Context: an optimization exercise on an open-source flow, tuned for small area, a short achievable clock period and few clock cycles per item. The choices shown serve that exercise and are no tape-out recipe. No run shown here included a check of the RTL's function; only the layout flow was run. No activity file was given, so power comes from the tool's default toggle rates.

==> flow/design.v (outline; a module is shown in full before it is edited, if it fits) <==
// module csa_fa: 9 lines
// module csa_ha: 8 lines
// module binary_neuron: 970 lines
module binary_neuron (
    input  logic                    clk,
    input  logic                    reset,
    input  logic                    in_valid,
    output logic                    in_ready,
    input  logic [320:0]            in_req,
    output logic                    out_valid,
    input  logic                    out_ready,
    output logic [9:0]              out_sum
);
  // ...
==> flow/flow/run.sh <==
#!/bin/bash
# The standard layout (standard.sh: ORFS synthesis to final layout), with
# two changes:
#  - the input and output ports are buffered with the smallest buffer,
#    sky130_fd_sc_hd__buf_1, instead of the cell buffer_ports picks by default
#    (clkdlybuf4s50_1); later repair steps may still resize them;
#  - clock tree synthesis adds no dummy loads to the clock tree, and groups
#    the flip-flops into clusters of up to 15 within 75 um for its leaf
#    buffers (instead of searching for a clustering itself).
set -euo pipefail
# keep temporary files (Yosys/ABC) inside the work folder
export TMPDIR="$PWD/tmp"
mkdir -p "$TMPDIR"
export BUFFER_PORTS_ARGS="-buffer_cell sky130_fd_sc_hd__buf_1"
export CTS_ARGS="-sink_clustering_enable -repair_clock_nets -buf_list sky130_fd_sc_hd__clkbuf_8 -dont_use_dummy_load -sink_clustering_size 15 -sink_clustering_max_diameter 75"
bash standard.sh > standard_flow.log 2>&1
==> flow/standard.sh <==
#!/bin/bash
# synth_recipe.tcl (not shown) runs the flow's synth.tcl, then flattens the netlist and writes it again
# the make line also repeats each setting of config.mk as NAME=value (left out here)
make -C /OpenROAD-flow-scripts/flow DESIGN_CONFIG=/design/flow/config.mk WORK_HOME=/design/flow/orfs CLKGATE_MAP_FILE= SYNTH_SCRIPT=/design/flow/synth_recipe.tcl "${@:-finish}"
==> flow/config.mk <==
export PLATFORM = sky130hd
export DESIGN_NAME = binary_neuron
export DESIGN_NICKNAME = binary_neuron
export VERILOG_FILES = /design/flow/design.v
export SDC_FILE = /design/flow/constraint.sdc
export NUM_CORES = 4
export LEC_CHECK = 0
export CAP_MARGIN = 20
export CORE_MARGIN = 2
export CORE_UTILIZATION = 40
export CTS_BUF_LIST = sky130_fd_sc_hd__clkbuf_8
export SLEW_MARGIN = 20
export SYNTH_HIERARCHICAL = 1
export SYNTH_MINIMUM_KEEP_SIZE = 0
==> flow/constraint.sdc <==
create_clock -name core_clock -period 6.0 [get_ports {clk}]
set_input_delay 1.2000 -clock core_clock [delete_from_list [all_inputs] [get_ports {clk}]]
set_output_delay 1.2000 -clock core_clock [all_outputs]
set_load 0.01 [all_outputs]
==> summary.md, run 1 <==
| Metric | Value |
|---|---|
| Final ANT Viol Nets | 0 |
| Iteration-0 DRC count of the detailed router | 282 |
| CTS sink cnt | 242 |
| DRC errors left | 0 |
| Mean post-synth cell area | roughly 12 sq um |
| Maximum VDD drop | ~0.00028 V |
| Placed Instance Area | about 16000 sq um |
| Most flop-heavy register | q_data |
| Placed insts | ~2000 |
| Design Area, Final | between 15000 and 20000 sq um |
| Post-Route WL | roughly 34000 um |
| Status | timing/DRC/antenna clean |
| Fraction of layout cells with a size suffix above 1 | 2.03% |
| Final Non-Filler Cells | 1991 |
| DR WL/cell | between 15 and 20 um |
| Final min period | 2.46 ns |
| Highest metal used | met4 |
| Multi-input gate area | 8990 sq um |
| Min Hold Slack | 0.332 ns |
| Worst reg2reg setup slack | between 3 and 4 ns |
| Period utilization | between 40% and 50% |
| Crit Path Category | in2reg |
| Via count | 9228 |
| Hold EP | r3_s157 |
| Met3 Wirelength | 1090 um |
| Postcts setup bufs | 0 |
| Clock tree root buffer cell | clkbuf_8 |
| Wl on met1 | 14000 um |
| Final Util | 46.5% |
| R2R depth | 4 |
==> run 2, diff against run 1 <==
--- a/flow/design.v
+++ b/flow/design.v
@@ -214,19 +214,19 @@
     wire p2_61 = in_req[75] ^ (~in_req[3] & (in_req[73] | in_req[74]));
     wire q3_61 = ~(in_req[76] ^ (~in_req[3] & (in_req[73] | in_req[74] | in_req[75])));
     wire p1_62 = in_req[70] ^ (~in_req[2] & in_req[69]);
     wire p2_62 = in_req[71] ^ (~in_req[2] & (in_req[69] | in_req[70]));
     wire q3_62 = ~(in_req[72] ^ (~in_req[2] & (in_req[69] | in_req[70] | in_req[71])));
     wire p1_63 = in_req[66] ^ (~in_req[1] & in_req[65]);
     wire p2_63 = in_req[67] ^ (~in_req[1] & (in_req[65] | in_req[66]));
     wire q3_63 = ~(in_req[68] ^ (~in_req[1] & (in_req[65] | in_req[66] | in_req[67])));
-    logic r1_s39, r1_s41, r1_s43, r1_s45, r1_s47, r1_s49, r1_s51, r1_s53, r1_s55, r1_s107, r1_c44, r1_c46, r1_c48, r1_c50, r1_c52, r1_c54, r1_c56, r1_s109, r1_s111, r1_s113, r1_s115, r1_s117, r1_s119, r1_s121, r1_s123, r1_s125, r1_s127, r1_s129, r1_s131, r1_s133, r1_s135, r1_c122, r1_c124, r1_c126, r1_c128, r1_c130, r1_c132, r1_c134, r1_c136, r1_s203, r1_s205, r1_s207, r1_s209, r1_s211, r1_s213, r1_s215, r1_s217, r1_s219, r1_s221, r1_s223, r1_s225, r1_s227, r1_s229, r1_s231, r1_s233, r1_s235, r1_s311, r1_s313, r1_c204, r1_c206, r1_c208, r1_c210, r1_c212, r1_c214, r1_c216, r1_c218, r1_c220, r1_c222, r1_c224, r1_c226, r1_c228, r1_c230, r1_c232, r1_s315, r1_s317, r1_s319, r1_s321, r1_s323, r1_s325, r1_s327, r1_c234, r1_c236, r1_s329, r1_s331, r1_s333, r1_s335, r1_s337, r1_s339, r1_s341, r1_c314, r1_c316, r1_c318, r1_c320, r1_c322, r1_c324, r1_c326, r1_c328, r1_c330, r1_c332, r1_c334, r1_c336, r1_c338, r1_c340, r1_c342, r1_s393, r1_s395, r1_s397, r1_s399, r1_s401, r1_s403, r1_s405, r1_c394, r1_c396, r1_c398, r1_c400, r1_c402, r1_c404, r1_c406;
-    logic r2_c158, r2_c160, r2_s263, r2_s265, r2_s267, r2_c268, r2_s379, r2_s381, r2_s383, r2_s385, r2_s433, r2_c382, r2_c384, r2_s435, r2_s437, r2_s439, r2_c386, r2_s441, r2_s465, r2_c440, r2_s467, r2_c442, r2_s469, r2_s471, r2_c468, r2_s485, r2_c470, r2_c472, r2_s487, r2_c488, r2_s497, r2_c498, r2_s63, r2_s157, r2_s159;
-    logic r3_c450, r3_s479, r3_c452, r3_s491, r3_c480, r3_s493, r3_s63, r3_s157, r3_s271, r3_s391, r3_s451, r3_s501, r3_s503, r3_c504, r3_s159, r3_c502;
+    logic r1_s39, r1_s41, r1_s43, r1_s45, r1_s47, r1_s49, r1_s51, r1_s53, r1_s55, r1_s123, r1_s125, r1_s127, r1_s129, r1_s131, r1_s133, r1_s135, r1_s137, r1_s139, r1_s141, r1_s143, r1_s145, r1_c122, r1_c124, r1_c126, r1_c128, r1_c130, r1_c132, r1_c134, r1_c136, r1_s203, r1_s205, r1_s207, r1_s209, r1_s211, r1_s213, r1_s215, r1_s217, r1_s219, r1_s221, r1_s223, r1_s225, r1_s227, r1_s229, r1_s231, r1_c138, r1_c140, r1_c142, r1_c144, r1_c146, r1_s233, r1_s235, r1_s311, r1_s313, r1_c204, r1_c206, r1_c208, r1_c210, r1_c212, r1_c214, r1_c216, r1_c218, r1_c220, r1_c222, r1_c224, r1_c226, r1_c228, r1_c230, r1_c232, r1_s315, r1_s317, r1_s319, r1_s321, r1_s323, r1_s325, r1_s327, r1_c234, r1_c236, r1_s329, r1_s331, r1_s333, r1_s335, r1_s337, r1_s339, r1_s341, r1_c314, r1_c316, r1_c318, r1_c320, r1_c322, r1_c324, r1_c326, r1_c328, r1_c330, r1_c332, r1_c334, r1_c336, r1_c338, r1_c340, r1_c342, r1_s393, r1_s395, r1_s397, r1_s399, r1_s401, r1_s403, r1_s405, r1_c394, r1_c396, r1_c398, r1_c400, r1_c402, r1_c404, r1_c406;
+    logic r2_s265, r2_s267, r2_s269, r2_s383, r2_c270, r2_s385, r2_s387, r2_c386, r2_c388, r2_s441, r2_s443, r2_s445, r2_c442, r2_s469, r2_c444, r2_c446, r2_s471, r2_s473, r2_c468, r2_s485, r2_c470, r2_c472, r2_s487, r2_c474, r2_c488, r2_s497, r2_c498, r2_s63, r2_s157, r2_s159;
+    logic r3_s63, r3_s157, r3_s271, r3_s391, r3_s451, r3_s481, r3_s495, r3_c496, r3_c502, r3_c504, r3_s159, r3_c482, r3_s501, r3_s503;
     wire s1 = ~(in_req[317] ^ in_req[313]);
     wire c2 = in_req[317] | in_req[313];
     wire s3, c4;
     csa_fa u_s3 (.a(in_req[309]), .b(in_req[305]), .c(in_req[301]), .s(s3), .co(c4));
     wire s5, c6;
     csa_fa u_s5 (.a(in_req[297]), .b(in_req[293]), .c(in_req[289]), .s(s5), .co(c6));
     wire s7, c8;
     csa_fa u_s7 (.a(in_req[285]), .b(in_req[281]), .c(in_req[277]), .s(s7), .co(c8));
@@ -354,39 +354,39 @@
     csa_fa u_s129 (.a(s83), .b(s85), .c(s87), .s(s129), .co(c130));
     wire s131, c132;
     csa_fa u_s131 (.a(s89), .b(s91), .c(s93), .s(s131), .co(c132));
     wire s133, c134;
     csa_fa u_s133 (.a(s95), .b(s97), .c(s99), .s(s133), .co(c134));
     wire s135, c136;
     csa_fa u_s135 (.a(s101), .b(s103), .c(s105), .s(s135), .co(c136));
     wire s137, c138;
-    csa_fa u_s137 (.a(r1_s107), .b(r1_c44), .c(r1_c46), .s(s137), .co(c138));
+    csa_fa u_s137 (.a(s107), .b(c44), .c(c46), .s(s137), .co(c138));
     wire s139, c140;
-    csa_fa u_s139 (.a(r1_c48), .b(r1_c50), .c(r1_c52), .s(s139), .co(c140));
+    csa_fa u_s139 (.a(c48), .b(c50), .c(c52), .s(s139), .co(c140));
     wire s141, c142;
-    csa_fa u_s141 (.a(r1_c54), .b(r1_c56), .c(r1_s109), .s(s141), .co(c142));
+    csa_fa u_s141 (.a(c54), .b(c56), .c(s109), .s(s141), .co(c142));
     wire s143, c144;
-    csa_fa u_s143 (.a(r1_s111), .b(r1_s113), .c(r1_s115), .s(s143), .co(c144));
+    csa_fa u_s143 (.a(s111), .b(s113), .c(s115), .s(s143), .co(c144));
     wire s145, c146;
-    csa_fa u_s145 (.a(r1_s117), .b(r1_s119), .c(r1_s121), .s(s145), .co(c146));
+    csa_fa u_s145 (.a(s117), .b(s119), .c(s121), .s(s145), .co(c146));
     wire s147, c148;
     csa_fa u_s147 (.a(r1_s123), .b(r1_s125), .c(r1_s127), .s(s147), .co(c148));
     wire s149, c150;
     csa_fa u_s149 (.a(r1_s129), .b(r1_s131), .c(r1_s133), .s(s149), .co(c150));
     wire s151, c152;
-    csa_fa u_s151 (.a(r1_s135), .b(c58), .c(c60), .s(s151), .co(c152));
+    csa_fa u_s151 (.a(r1_s135), .b(r1_s137), .c(r1_s139), .s(s151), .co(c152));
     wire s153, c154;
-    csa_fa u_s153 (.a(c62), .b(s137), .c(s139), .s(s153), .co(c154));
+    csa_fa u_s153 (.a(r1_s141), .b(r1_s143), .c(r1_s145), .s(s153), .co(c154));
     wire s155, c156;
-    csa_fa u_s155 (.a(s141), .b(s143), .c(s145), .s(s155), .co(c156));
+    csa_fa u_s155 (.a(c58), .b(c60), .c(c62), .s(s155), .co(c156));
     wire s157, c158;
-    csa_fa u_s157 (.a(s147), .b(s149), .c(c64), .s(s157), .co(c158));
+    csa_fa u_s157 (.a(s147), .b(s149), .c(s151), .s(s157), .co(c158));
     wire s159, c160;
-    csa_fa u_s159 (.a(s151), .b(s153), .c(s155), .s(s159), .co(c160));
+    csa_fa u_s159 (.a(s153), .b(c64), .c(s155), .s(s159), .co(c160));
     wire s161 = ~(p2_0 ^ p2_1);
     wire c162 = p2_0 | p2_1;
     wire s163, c164;
     csa_fa u_s163 (.a(p2_2), .b(p2_3), .c(p2_4), .s(s163), .co(c164));
     wire s165, c166;
     csa_fa u_s165 (.a(p2_5), .b(p2_6), .c(p2_7), .s(s165), .co(c166));
     wire s167, c168;
     csa_fa u_s167 (.a(p2_8), .b(p2_9), .c(p2_10), .s(s167), .co(c168));
@@ -468,37 +468,37 @@
     csa_fa u_s243 (.a(r1_s205), .b(r1_s207), .c(r1_s209), .s(s243), .co(c244));
     wire s245, c246;
     csa_fa u_s245 (.a(r1_s211), .b(r1_s213), .c(r1_s215), .s(s245), .co(c246));
     wire s247, c248;
     csa_fa u_s247 (.a(r1_s217), .b(r1_s219), .c(r1_s221), .s(s247), .co(c248));
     wire s249, c250;
     csa_fa u_s249 (.a(r1_s223), .b(r1_s225), .c(r1_s227), .s(s249), .co(c250));
     wire s251, c252;
-    csa_fa u_s251 (.a(r1_s229), .b(r1_s231), .c(r1_s233), .s(s251), .co(c252));
+    csa_fa u_s251 (.a(r1_s229), .b(r1_s231), .c(r1_c138), .s(s251), .co(c252));
     wire s253, c254;
-    csa_fa u_s253 (.a(r1_s235), .b(c138), .c(c140), .s(s253), .co(c254));
+    csa_fa u_s253 (.a(r1_c140), .b(r1_c142), .c(r1_c144), .s(s253), .co(c254));
     wire s255, c256;
-    csa_fa u_s255 (.a(c142), .b(c144), .c(c146), .s(s255), .co(c256));
+    csa_fa u_s255 (.a(r1_c146), .b(r1_s233), .c(r1_s235), .s(s255), .co(c256));
     wire s257, c258;
-    csa_fa u_s257 (.a(c148), .b(c150), .c(s237), .s(s257), .co(c258));
+    csa_fa u_s257 (.a(c148), .b(c150), .c(c152), .s(s257), .co(c258));
     wire s259, c260;
-    csa_fa u_s259 (.a(s239), .b(s241), .c(s243), .s(s259), .co(c260));
+    csa_fa u_s259 (.a(c154), .b(s237), .c(s239), .s(s259), .co(c260));
     wire s261, c262;
-    csa_fa u_s261 (.a(s245), .b(s247), .c(s249), .s(s261), .co(c262));
+    csa_fa u_s261 (.a(s241), .b(s243), .c(s245), .s(s261), .co(c262));
     wire s263, c264;
-    csa_fa u_s263 (.a(s251), .b(c152), .c(c154), .s(s263), .co(c264));
+    csa_fa u_s263 (.a(s247), .b(s249), .c(s251), .s(s263), .co(c264));
     wire s265, c266;
-    csa_fa u_s265 (.a(c156), .b(s253), .c(s255), .s(s265), .co(c266));
+    csa_fa u_s265 (.a(s253), .b(s255), .c(c156), .s(s265), .co(c266));
     wire s267, c268;
-    csa_fa u_s267 (.a(s257), .b(s259), .c(s261), .s(s267), .co(c268));
+    csa_fa u_s267 (.a(c158), .b(s257), .c(s259), .s(s267), .co(c268));
     wire s269, c270;
-    csa_fa u_s269 (.a(r2_c158), .b(r2_c160), .c(r2_s263), .s(s269), .co(c270));
+    csa_fa u_s269 (.a(s261), .b(s263), .c(c160), .s(s269), .co(c270));
     wire s271, c272;
-    csa_fa u_s271 (.a(r2_s265), .b(r2_s267), .c(s269), .s(s271), .co(c272));
+    csa_fa u_s271 (.a(r2_s265), .b(r2_s267), .c(r2_s269), .s(s271), .co(c272));
     wire s273 = ~(q3_0 ^ q3_1);
     wire c274 = q3_0 | q3_1;
     wire s275, c276;
     csa_fa u_s275 (.a(q3_2), .b(q3_3), .c(q3_4), .s(s275), .co(c276));
     wire s277, c278;
     csa_fa u_s277 (.a(q3_5), .b(q3_6), .c(q3_7), .s(s277), .co(c278));
     wire s279, c280;
     csa_fa u_s279 (.a(q3_8), .b(q3_9), .c(q3_10), .s(s279), .co(c280));
@@ -586,39 +586,39 @@
     csa_fa u_s361 (.a(r1_s331), .b(r1_s333), .c(r1_s335), .s(s361), .co(c362));
     wire s363, c364;
     csa_fa u_s363 (.a(r1_s337), .b(r1_s339), .c(r1_s341), .s(s363), .co(c364));
     wire s365, c366;
     csa_fa u_s365 (.a(c238), .b(c240), .c(c242), .s(s365), .co(c366));
     wire s367, c368;
     csa_fa u_s367 (.a(c244), .b(c246), .c(c248), .s(s367), .co(c368));
     wire s369, c370;
-    csa_fa u_s369 (.a(c250), .b(c252), .c(s343), .s(s369), .co(c370));
+    csa_fa u_s369 (.a(c250), .b(c252), .c(c254), .s(s369), .co(c370));
     wire s371, c372;
-    csa_fa u_s371 (.a(s345), .b(s347), .c(s349), .s(s371), .co(c372));
+    csa_fa u_s371 (.a(c256), .b(s343), .c(s345), .s(s371), .co(c372));
     wire s373, c374;
-    csa_fa u_s373 (.a(s351), .b(s353), .c(s355), .s(s373), .co(c374));
+    csa_fa u_s373 (.a(s347), .b(s349), .c(s351), .s(s373), .co(c374));
     wire s375, c376;
-    csa_fa u_s375 (.a(s357), .b(s359), .c(s361), .s(s375), .co(c376));
+    csa_fa u_s375 (.a(s353), .b(s355), .c(s357), .s(s375), .co(c376));
     wire s377, c378;
-    csa_fa u_s377 (.a(s363), .b(c254), .c(c256), .s(s377), .co(c378));
+    csa_fa u_s377 (.a(s359), .b(s361), .c(s363), .s(s377), .co(c378));
     wire s379, c380;
     csa_fa u_s379 (.a(c258), .b(c260), .c(c262), .s(s379), .co(c380));
     wire s381, c382;
-    csa_fa u_s381 (.a(s365), .b(s367), .c(s369), .s(s381), .co(c382));
+    csa_fa u_s381 (.a(c264), .b(s365), .c(s367), .s(s381), .co(c382));
     wire s383, c384;
-    csa_fa u_s383 (.a(s371), .b(s373), .c(s375), .s(s383), .co(c384));
+    csa_fa u_s383 (.a(s369), .b(s371), .c(s373), .s(s383), .co(c384));
     wire s385, c386;
-    csa_fa u_s385 (.a(c264), .b(c266), .c(s377), .s(s385), .co(c386));
+    csa_fa u_s385 (.a(s375), .b(s377), .c(c266), .s(s385), .co(c386));
     wire s387, c388;
-    csa_fa u_s387 (.a(r2_c268), .b(r2_s379), .c(r2_s381), .s(s387), .co(c388));
+    csa_fa u_s387 (.a(c268), .b(s379), .c(s381), .s(s387), .co(c388));
     wire s389, c390;
-    csa_fa u_s389 (.a(r2_s383), .b(r2_s385), .c(c270), .s(s389), .co(c390));
+    csa_fa u_s389 (.a(r2_s383), .b(r2_c270), .c(r2_s385), .s(s389), .co(c390));
     wire s391, c392;
-    csa_fa u_s391 (.a(s387), .b(c272), .c(s389), .s(s391), .co(c392));
+    csa_fa u_s391 (.a(r2_s387), .b(c272), .c(s389), .s(s391), .co(c392));
     wire s393 = ~(c274 ^ c276);
     wire c394 = c274 | c276;
     wire s395, c396;
     csa_fa u_s395 (.a(c278), .b(c280), .c(c282), .s(s395), .co(c396));
     wire s397, c398;
     csa_fa u_s397 (.a(c284), .b(c286), .c(c288), .s(s397), .co(c398));
     wire s399, c400;
     csa_fa u_s399 (.a(c290), .b(c292), .c(c294), .s(s399), .co(c400));
@@ -654,29 +654,29 @@
     csa_fa u_s429 (.a(s407), .b(s409), .c(s411), .s(s429), .co(c430));
     wire s431, c432;
     csa_fa u_s431 (.a(s413), .b(s415), .c(s417), .s(s431), .co(c432));
     wire s433, c434;
     csa_fa u_s433 (.a(s419), .b(c366), .c(c368), .s(s433), .co(c434));
     wire s435, c436;
     csa_fa u_s435 (.a(c370), .b(c372), .c(c374), .s(s435), .co(c436));
     wire s437, c438;
-    csa_fa u_s437 (.a(c376), .b(s421), .c(s423), .s(s437), .co(c438));
+    csa_fa u_s437 (.a(c376), .b(c378), .c(s421), .s(s437), .co(c438));
     wire s439, c440;
-    csa_fa u_s439 (.a(s425), .b(s427), .c(s429), .s(s439), .co(c440));
+    csa_fa u_s439 (.a(s423), .b(s425), .c(s427), .s(s439), .co(c440));
     wire s441, c442;
-    csa_fa u_s441 (.a(s431), .b(c378), .c(c380), .s(s441), .co(c442));
+    csa_fa u_s441 (.a(s429), .b(s431), .c(c380), .s(s441), .co(c442));
     wire s443, c444;
-    csa_fa u_s443 (.a(r2_s433), .b(r2_c382), .c(r2_c384), .s(s443), .co(c444));
+    csa_fa u_s443 (.a(c382), .b(s433), .c(c384), .s(s443), .co(c444));
     wire s445, c446;
-    csa_fa u_s445 (.a(r2_s435), .b(r2_s437), .c(r2_s439), .s(s445), .co(c446));
+    csa_fa u_s445 (.a(s435), .b(s437), .c(s439), .s(s445), .co(c446));
     wire s447, c448;
-    csa_fa u_s447 (.a(r2_c386), .b(r2_s441), .c(c388), .s(s447), .co(c448));
+    csa_fa u_s447 (.a(r2_c386), .b(r2_c388), .c(r2_s441), .s(s447), .co(c448));
     wire s449, c450;
-    csa_fa u_s449 (.a(s443), .b(s445), .c(c390), .s(s449), .co(c450));
+    csa_fa u_s449 (.a(r2_s443), .b(r2_s445), .c(c390), .s(s449), .co(c450));
     wire s451, c452;
     csa_fa u_s451 (.a(s447), .b(s449), .c(c392), .s(s451), .co(c452));
     wire s453 = ~(r1_c394 ^ r1_c396);
     wire c454 = r1_c394 | r1_c396;
     wire s455, c456;
     csa_fa u_s455 (.a(r1_c398), .b(r1_c400), .c(r1_c402), .s(s455), .co(c456));
     wire s457, c458;
     csa_fa u_s457 (.a(r1_c404), .b(r1_c406), .c(c408), .s(s457), .co(c458));
@@ -688,51 +688,51 @@
     csa_fa u_s463 (.a(s453), .b(s455), .c(c422), .s(s463), .co(c464));
     wire s465, c466;
     csa_fa u_s465 (.a(c424), .b(c426), .c(c428), .s(s465), .co(c466));
     wire s467, c468;
     csa_fa u_s467 (.a(c430), .b(c432), .c(s457), .s(s467), .co(c468));
     wire s469, c470;
     csa_fa u_s469 (.a(s459), .b(s461), .c(c434), .s(s469), .co(c470));
     wire s471, c472;
-    csa_fa u_s471 (.a(c436), .b(c438), .c(s463), .s(s471), .co(c472));
+    csa_fa u_s471 (.a(c436), .b(c438), .c(c440), .s(s471), .co(c472));
     wire s473, c474;
-    csa_fa u_s473 (.a(r2_s465), .b(r2_c440), .c(r2_s467), .s(s473), .co(c474));
+    csa_fa u_s473 (.a(s463), .b(s465), .c(s467), .s(s473), .co(c474));
     wire s475, c476;
-    csa_fa u_s475 (.a(r2_c442), .b(r2_s469), .c(r2_s471), .s(s475), .co(c476));
+    csa_fa u_s475 (.a(r2_c442), .b(r2_s469), .c(r2_c444), .s(s475), .co(c476));
     wire s477, c478;
-    csa_fa u_s477 (.a(c444), .b(c446), .c(s473), .s(s477), .co(c478));
+    csa_fa u_s477 (.a(r2_c446), .b(r2_s471), .c(r2_s473), .s(s477), .co(c478));
     wire s479, c480;
-    csa_fa u_s479 (.a(s475), .b(c448), .c(s477), .s(s479), .co(c480));
+    csa_fa u_s479 (.a(c448), .b(s475), .c(s477), .s(s479), .co(c480));
     wire s481, c482;
-    csa_fa u_s481 (.a(r3_c450), .b(r3_s479), .c(r3_c452), .s(s481), .co(c482));
+    csa_fa u_s481 (.a(c450), .b(s479), .c(c452), .s(s481), .co(c482));
     wire s483 = ~(c454 ^ c456);
     wire c484 = c454 | c456;
     wire s485, c486;
     csa_fa u_s485 (.a(c458), .b(c460), .c(c462), .s(s485), .co(c486));
     wire s487, c488;
     csa_fa u_s487 (.a(s483), .b(c464), .c(c466), .s(s487), .co(c488));
     wire s489, c490;
     csa_fa u_s489 (.a(r2_c468), .b(r2_s485), .c(r2_c470), .s(s489), .co(c490));
     wire s491, c492;
-    csa_fa u_s491 (.a(r2_c472), .b(r2_s487), .c(c474), .s(s491), .co(c492));
+    csa_fa u_s491 (.a(r2_c472), .b(r2_s487), .c(r2_c474), .s(s491), .co(c492));
     wire s493, c494;
-    csa_fa u_s493 (.a(c476), .b(s489), .c(c478), .s(s493), .co(c494));
+    csa_fa u_s493 (.a(c476), .b(c478), .c(s489), .s(s493), .co(c494));
     wire s495, c496;
-    csa_fa u_s495 (.a(r3_s491), .b(r3_c480), .c(r3_s493), .s(s495), .co(c496));
+    csa_fa u_s495 (.a(s491), .b(c480), .c(s493), .s(s495), .co(c496));
     wire s497 = ~(c484 ^ c486);
     wire c498 = c484 | c486;
     wire s499, c500;
     csa_fa u_s499 (.a(r2_c488), .b(r2_s497), .c(c490), .s(s499), .co(c500));
     wire s501, c502;
     csa_fa u_s501 (.a(c492), .b(s499), .c(c494), .s(s501), .co(c502));
     wire s503 = ~(r2_c498 ^ c500);
     wire c504 = r2_c498 | c500;
-    wire [9:0] row_a = {r3_c504, r3_s503, r3_s501, c482, s481, r3_s451, r3_s391, r3_s271, r3_s157, r3_s63};
-    wire [9:0] row_b = {1'b0, r3_c502, c496, s495, 1'b0, 1'b0, 1'b0, 1'b0, r3_s159, 1'b0};
+    wire [9:0] row_a = {r3_c504, r3_c502, r3_c496, r3_s495, r3_s481, r3_s451, r3_s391, r3_s271, r3_s157, r3_s63};
+    wire [9:0] row_b = {1'b0, r3_s503, r3_s501, r3_c482, 1'b0, 1'b0, 1'b0, 1'b0, r3_s159, 1'b0};
     wire [9:0] total = row_a + row_b;
     logic         accept, pop;
     logic [4:0] pending, pending_next;
     assign accept = in_valid && in_ready;
     assign pop    = out_valid && out_ready;
     always_comb begin
         case ({accept, pop})
             2'b10:   pending_next = {pending[3:0], 1'b1};
@@ -762,38 +762,28 @@
         r1_s41 <= s41;
         r1_s43 <= s43;
         r1_s45 <= s45;
         r1_s47 <= s47;
         r1_s49 <= s49;
         r1_s51 <= s51;
         r1_s53 <= s53;
         r1_s55 <= s55;
-        r1_s107 <= s107;
-        r1_c44 <= c44;
-        r1_c46 <= c46;
-        r1_c48 <= c48;
-        r1_c50 <= c50;
-        r1_c52 <= c52;
-        r1_c54 <= c54;
-        r1_c56 <= c56;
-        r1_s109 <= s109;
-        r1_s111 <= s111;
-        r1_s113 <= s113;
-        r1_s115 <= s115;
-        r1_s117 <= s117;
-        r1_s119 <= s119;
-        r1_s121 <= s121;
         r1_s123 <= s123;
         r1_s125 <= s125;
         r1_s127 <= s127;
         r1_s129 <= s129;
         r1_s131 <= s131;
         r1_s133 <= s133;
         r1_s135 <= s135;
+        r1_s137 <= s137;
+        r1_s139 <= s139;
+        r1_s141 <= s141;
+        r1_s143 <= s143;
+        r1_s145 <= s145;
         r1_c122 <= c122;
         r1_c124 <= c124;
         r1_c126 <= c126;
         r1_c128 <= c128;
         r1_c130 <= c130;
         r1_c132 <= c132;
         r1_c134 <= c134;
         r1_c136 <= c136;
@@ -807,16 +797,21 @@
         r1_s217 <= s217;
         r1_s219 <= s219;
         r1_s221 <= s221;
         r1_s223 <= s223;
         r1_s225 <= s225;
         r1_s227 <= s227;
         r1_s229 <= s229;
         r1_s231 <= s231;
+        r1_c138 <= c138;
+        r1_c140 <= c140;
+        r1_c142 <= c142;
+        r1_c144 <= c144;
+        r1_c146 <= c146;
         r1_s233 <= s233;
         r1_s235 <= s235;
         r1_s311 <= s311;
         r1_s313 <= s313;
         r1_c204 <= c204;
         r1_c206 <= c206;
         r1_c208 <= c208;
         r1_c210 <= c210;
@@ -873,69 +868,62 @@
         r1_c396 <= c396;
         r1_c398 <= c398;
         r1_c400 <= c400;
         r1_c402 <= c402;
         r1_c404 <= c404;
         r1_c406 <= c406;
     end
     always_ff @(posedge clk) begin
-        r2_c158 <= c158;
-        r2_c160 <= c160;
-        r2_s263 <= s263;
         r2_s265 <= s265;
         r2_s267 <= s267;
-        r2_c268 <= c268;
-        r2_s379 <= s379;
-        r2_s381 <= s381;
+        r2_s269 <= s269;
         r2_s383 <= s383;
+        r2_c270 <= c270;
         r2_s385 <= s385;
-        r2_s433 <= s433;
-        r2_c382 <= c382;
-        r2_c384 <= c384;
-        r2_s435 <= s435;
-        r2_s437 <= s437;
-        r2_s439 <= s439;
+        r2_s387 <= s387;
         r2_c386 <= c386;
+        r2_c388 <= c388;
         r2_s441 <= s441;
-        r2_s465 <= s465;
-        r2_c440 <= c440;
-        r2_s467 <= s467;
+        r2_s443 <= s443;
+        r2_s445 <= s445;
         r2_c442 <= c442;
         r2_s469 <= s469;
+        r2_c444 <= c444;
+        r2_c446 <= c446;
         r2_s471 <= s471;
+        r2_s473 <= s473;
         r2_c468 <= c468;
         r2_s485 <= s485;
         r2_c470 <= c470;
         r2_c472 <= c472;
         r2_s487 <= s487;
+        r2_c474 <= c474;
         r2_c488 <= c488;
         r2_s497 <= s497;
         r2_c498 <= c498;
         r2_s63 <= s63;
         r2_s157 <= s157;
         r2_s159 <= s159;
     end
     always_ff @(posedge clk) begin
-        r3_c450 <= c450;
-        r3_s479 <= s479;
-        r3_c452 <= c452;
-        r3_s491 <= s491;
-        r3_c480 <= c480;
-        r3_s493 <= s493;
         r3_s63 <= r2_s63;
         r3_s157 <= r2_s157;
         r3_s271 <= s271;
         r3_s391 <= s391;
         r3_s451 <= s451;
-        r3_s501 <= s501;
-        r3_s503 <= s503;
+        r3_s481 <= s481;
+        r3_s495 <= s495;
+        r3_c496 <= c496;
+        r3_c502 <= c502;
         r3_c504 <= c504;
         r3_s159 <= r2_s159;
-        r3_c502 <= c502;
+        r3_c482 <= c482;
+        r3_s501 <= s501;
+        r3_s503 <= s503;
     end
     logic [9:0]      q_data [0:3];
     logic [3:0]    q_wr, q_rd, q_occ;
     logic [9:0]      q_head;
     logic            q_empty;
     logic            result;        
     logic            head_load;     
     logic            q_push, q_pull;
==> run 2 against run 1 <==
Compared with the run above: still clean; final cell count decreased by 0.65%; die area decreased by 1.6%; synthesized cell count decreased by 1.0%; non-clock buffer count unchanged; first-iteration DRC count increased by 5.7%; worst hold slack improved by 0.0068 ns; count of clock-buffer cells in the layout decreased by 1; via count decreased by 1.1%; critical endpoint is now r1_s145.
==> summary.md, run 2 <==
| Metric | Value |
|---|---|
| Commonest non-fill, non-tap cells in the layout | buf_1 (336), fa_1 (243), nor2_1 (215) |
| CTS sink cnt | 230 (-5.0%) |
| Final HPWL DP | ~30000 um |
| Hold-fix buffer count after cts | 0 |
| Type of origin of the critical path | input port |
| Count leader, synth | fa_1 |
| Worst reg2reg setup slack | 3.47 ns (-0.14 ns) |
| Synthesized Nets | 1757 |
| Synth top area share | 34.1% |
| Final Util | 46.1% (-0.38 points) |
| Status | timing/DRC/antenna clean |
| Antenna violations before repair | 0 |
| CP most frequent cell | fa_1 |
| Placed insts | 1959 (-0.61%) |
| TritonRoute pass-1 iters | 5 |
| Initial core utilization | 40.3% |
| Die W | 193 um |
| Fin worst setup slack | 3.43 ns |
| Die span in y | 193 um |
| Post-cts sizing count | 0 |
| CTS tree | yes |
| Die ar. | 37200 sq um |
| Drt via density | 4.61 |
| I/O Pins | 337 |
| Leak Pwr | between 5 and 6 nW |
| Largest registers | q_data x40, out_sum x10, pending x5 |
| Max_cap viols | 0 |
| Via count | 9123 (-1.1%) |
| First-pass GRT wire length | ~52000 um |
| DP Worst Slack | 2.86 ns |
| Commonest non-fill, non-tap cell in the layout | buf_1 |
| Yosys reg bits | 230 |
| RSZ-0062 raised after global routing | no |
| Row count | between 60 and 70 |
| Worst Setup End Kind | register |
| Reg-to-reg startpoint | r1_c218 |
| Final Skew | approximately 0.045 ns |
| End of the worst register-to-register path | r2_s445 |
| CP required | 6.42 ns |
| Number of CTS-inserted buffers | 19 |
| Final Setup Violations | 0 |
| Arr. time, crit path | 2.99 ns |
| Hold Path Class | reg2reg |
| Pin count of the biggest net entering global routing | 23 |
| Postcts setup bufs | 0 (unchanged) |
| Crit Path Category | in2reg |
| N_diodes | 0 |
| Slowest Stage Delay on Critical Path | 0.71 ns |
| Yosys Warn Count | 8 |
| GRT Total Usage | about a fifth |
| H-tree depth | 1 |
| Hold Vio Cnt, Final | 0 |
| Critical Path, Cell by Cell | buf_1, fa_1, fa_1, fa_1 |
| Max_slew headroom | 35.9% |
| Clk buf depth | 3 |
| Max-slew violations | 0 |
| Vias in the first global route | 9521 |
| Slowest CP cell | fa_1 |
| Most flop-heavy register | q_data |
| Max Fclk | 389 MHz |
| Setup crit end | r1_s145 |
| Top post-synthesis cells by area | fa_1 (34%), dfxtp_1 (25%), edfxtp_1 (11%), xnor2_1 (8.0%), nor2_1 (5.7%) |
| Post-Syn Area | 14300 sq um |
| Mean post-synth cell area | 12.2 sq um (-0.65%) |
| Clock latency (worst-skew pair) | 0.54 ns |
| Fin nets | 2103 |
| Max reg flops | 40 |
| Post-synth ARST share | 0% |
| IO Port Bufs | 336 |
| Fraction of layout cells with a size suffix above 1 | 1.98% (-0.049 points) |
| Fillers | 3389 |
| Clock tree root buffer cell | clkbuf_8 |
| Global route overflow | 0 |
| Main synth FF type | dfxtp_1 |
| DR WL/cell | 17.2 um (about the same) |
| Netlist cell types | 40 |
| Post-Route WL | 34000 um (-0.68%) |
| Period utilization | 42.9% (+1.9 points) |
| Worst-Margin Slew | 0.962 ns |
| Final GP Congestion | 0.827 |
| Core ar. | 35400 sq um |
| PD cells | around 470 nW/um^2 |
| EDFF count, synth | 50 |
| Final min period | 2.57 ns (+0.113 ns) |
| Critical path launch point | in_req[177] |
| Synthesis-to-finish area growth | 14.3% |
| DRC errors left | 0 (unchanged) |
| Iteration-0 DRC count of the detailed router | 298 (+5.7%) |
| CP Max Fanout | 4 |
| R2R depth | 4 (unchanged) |
| Post-synth top cells | fa_1 (243), nor2_1 (215), dfxtp_1 (180) |
| Seq/Total Area, Yosys | 35.8% |
| Area leader, netlist | fa_1 |
| Setup_tns | 0 ns |
| Final ANT Viol Nets | 0 (unchanged) |
| Cells after synthesis | 1173 |
| Clock-pin slew on the worst setup and hold paths | 0.10 ns |
| Final Non-Filler Cells | 1978 (-0.65%) |
| Maximum VDD drop | 0.000347 V (+25%) |
[run 2: changes by cell type in the layout (fill, tap and decap cells not counted), sizes merged]
cell,change
clkbuf,-1
dfxtp,-12
[run 2: Yosys stat by module, one instance, submodules excluded]
module	copies in the design	cells inside	cell area [sq um]
binary_neuron	1	930	9410
csa_fa	243	1	20.0
[run 2: area by class of cell]
class                           count  area, sq um  area share, %
Clock buffer                       19          262           1.60
Inverter                           33          124          0.759
Multi-Input combinational cell    899         8990           55.1
Sequential cell                   230         5100           31.3
Tap cell                          461          577           3.54
Timing Repair Buffer              336         1260           7.73
[run 2: cells by family (layout without fill, tap and decap cells)]
family / count (synthesis) / count (layout) / share of synthesized area (%)
compound gates: 54 / 54 / 2.63
xor+xnor: 199 / 199 / 12.2
fa+ha+maj: 259 / 259 / 35.5
buf+inv: 44 / 388 / 1.28
flops: 230 / 230 / 35.8
mux: 5 / 5 / 0.368
simple gates: 382 / 382 / 12.3
[run 2: how the worst min path moves through the flow]
stage	cells after the start	slack, ns	endpoint	from
floorplan	0	0.31	r3_s157	r2_s157
global placement	0	0.31	r3_s63	r2_s63
detailed placement	0	0.32	r3_s159	r2_s159
CTS	0	0.34	r3_s159	r2_s159
global route	0	0.35	r3_s159	r2_s159
finish	0	0.34	r3_s159	r2_s159
[run 2: metrics by stage]
stage | instance area [sq um] | hold WS (ns) | total power (W)
after floorplan | 14300 | 0.310 | 0.00545
after detailed placement | 16100 | 0.321 | 0.00713
after global routing | 16300 | 0.353 | 0.00858
after global placement | 16100 | 0.313 | 0.00702
after CTS | 16300 | 0.343 | 0.00790
final | 16300 | 0.338 | 0.00773
[run 2: metal layers]
layer  up-vias  global-route usage (%)  wire (um)  share of wire [%]
met1      4423                    23.7      14100                 41
li1       4438                       -          -                  -
met5         -                       0          0                  0
met4         0                    2.68        425                1.2
met2       233                    34.8      18100                 53
met3        29                    2.11       1380                4.0
[run 2: where the power goes]
| group | internal [W] | total (W) | switching [W] |
|---|---|---|---|
| registers | 0.00237 | 0.00270 | 0.000338 |
| clock network | 0.000285 | 0.000759 | 0.000473 |
| logic | 0.00199 | 0.00427 | 0.00228 |
| total | 0.00464 | 0.00773 | 0.00309 |
[run 2: worst max-delay path: cells and delay by family]
| kind | cells | cell delay, ns |
|---|---|---|
| adders and majority gates | 3 | 1.65 |
| buffers and inverters | 1 | 0.14 |

==> port drivers added, routing unchanged <==
Ports are ideal in the flow. The routed layouts listed here were re-timed in OpenROAD.
Step 1 sets driving cells, clkbuf_16 on the clock port and buf_2 on the other inputs (assumed; they add their load-dependent delay and slew).
Step 2 moves the port delays by t, midway between the first and last clock arrival at a register: inputs arrive t later, outputs are due t later. That takes back most of the time a late clock gives input paths.
Slacks: ideal ports / drivers / drivers and shift; pairs: ideal ports / drivers.
run | t, ns | slack for setup (ns) | worst setup path after step 2
run 1 | 0.548 | 3.540 / 3.551 / 3.003 | input to register
run 2 | 0.553 | 3.427 / 3.451 / 2.898 | input to register
After both steps setup and hold are still met in every run listed. For run 1, which loses most, drivers alone change the setup slack by +0.011 ns; drivers and shift together by -0.537 ns.
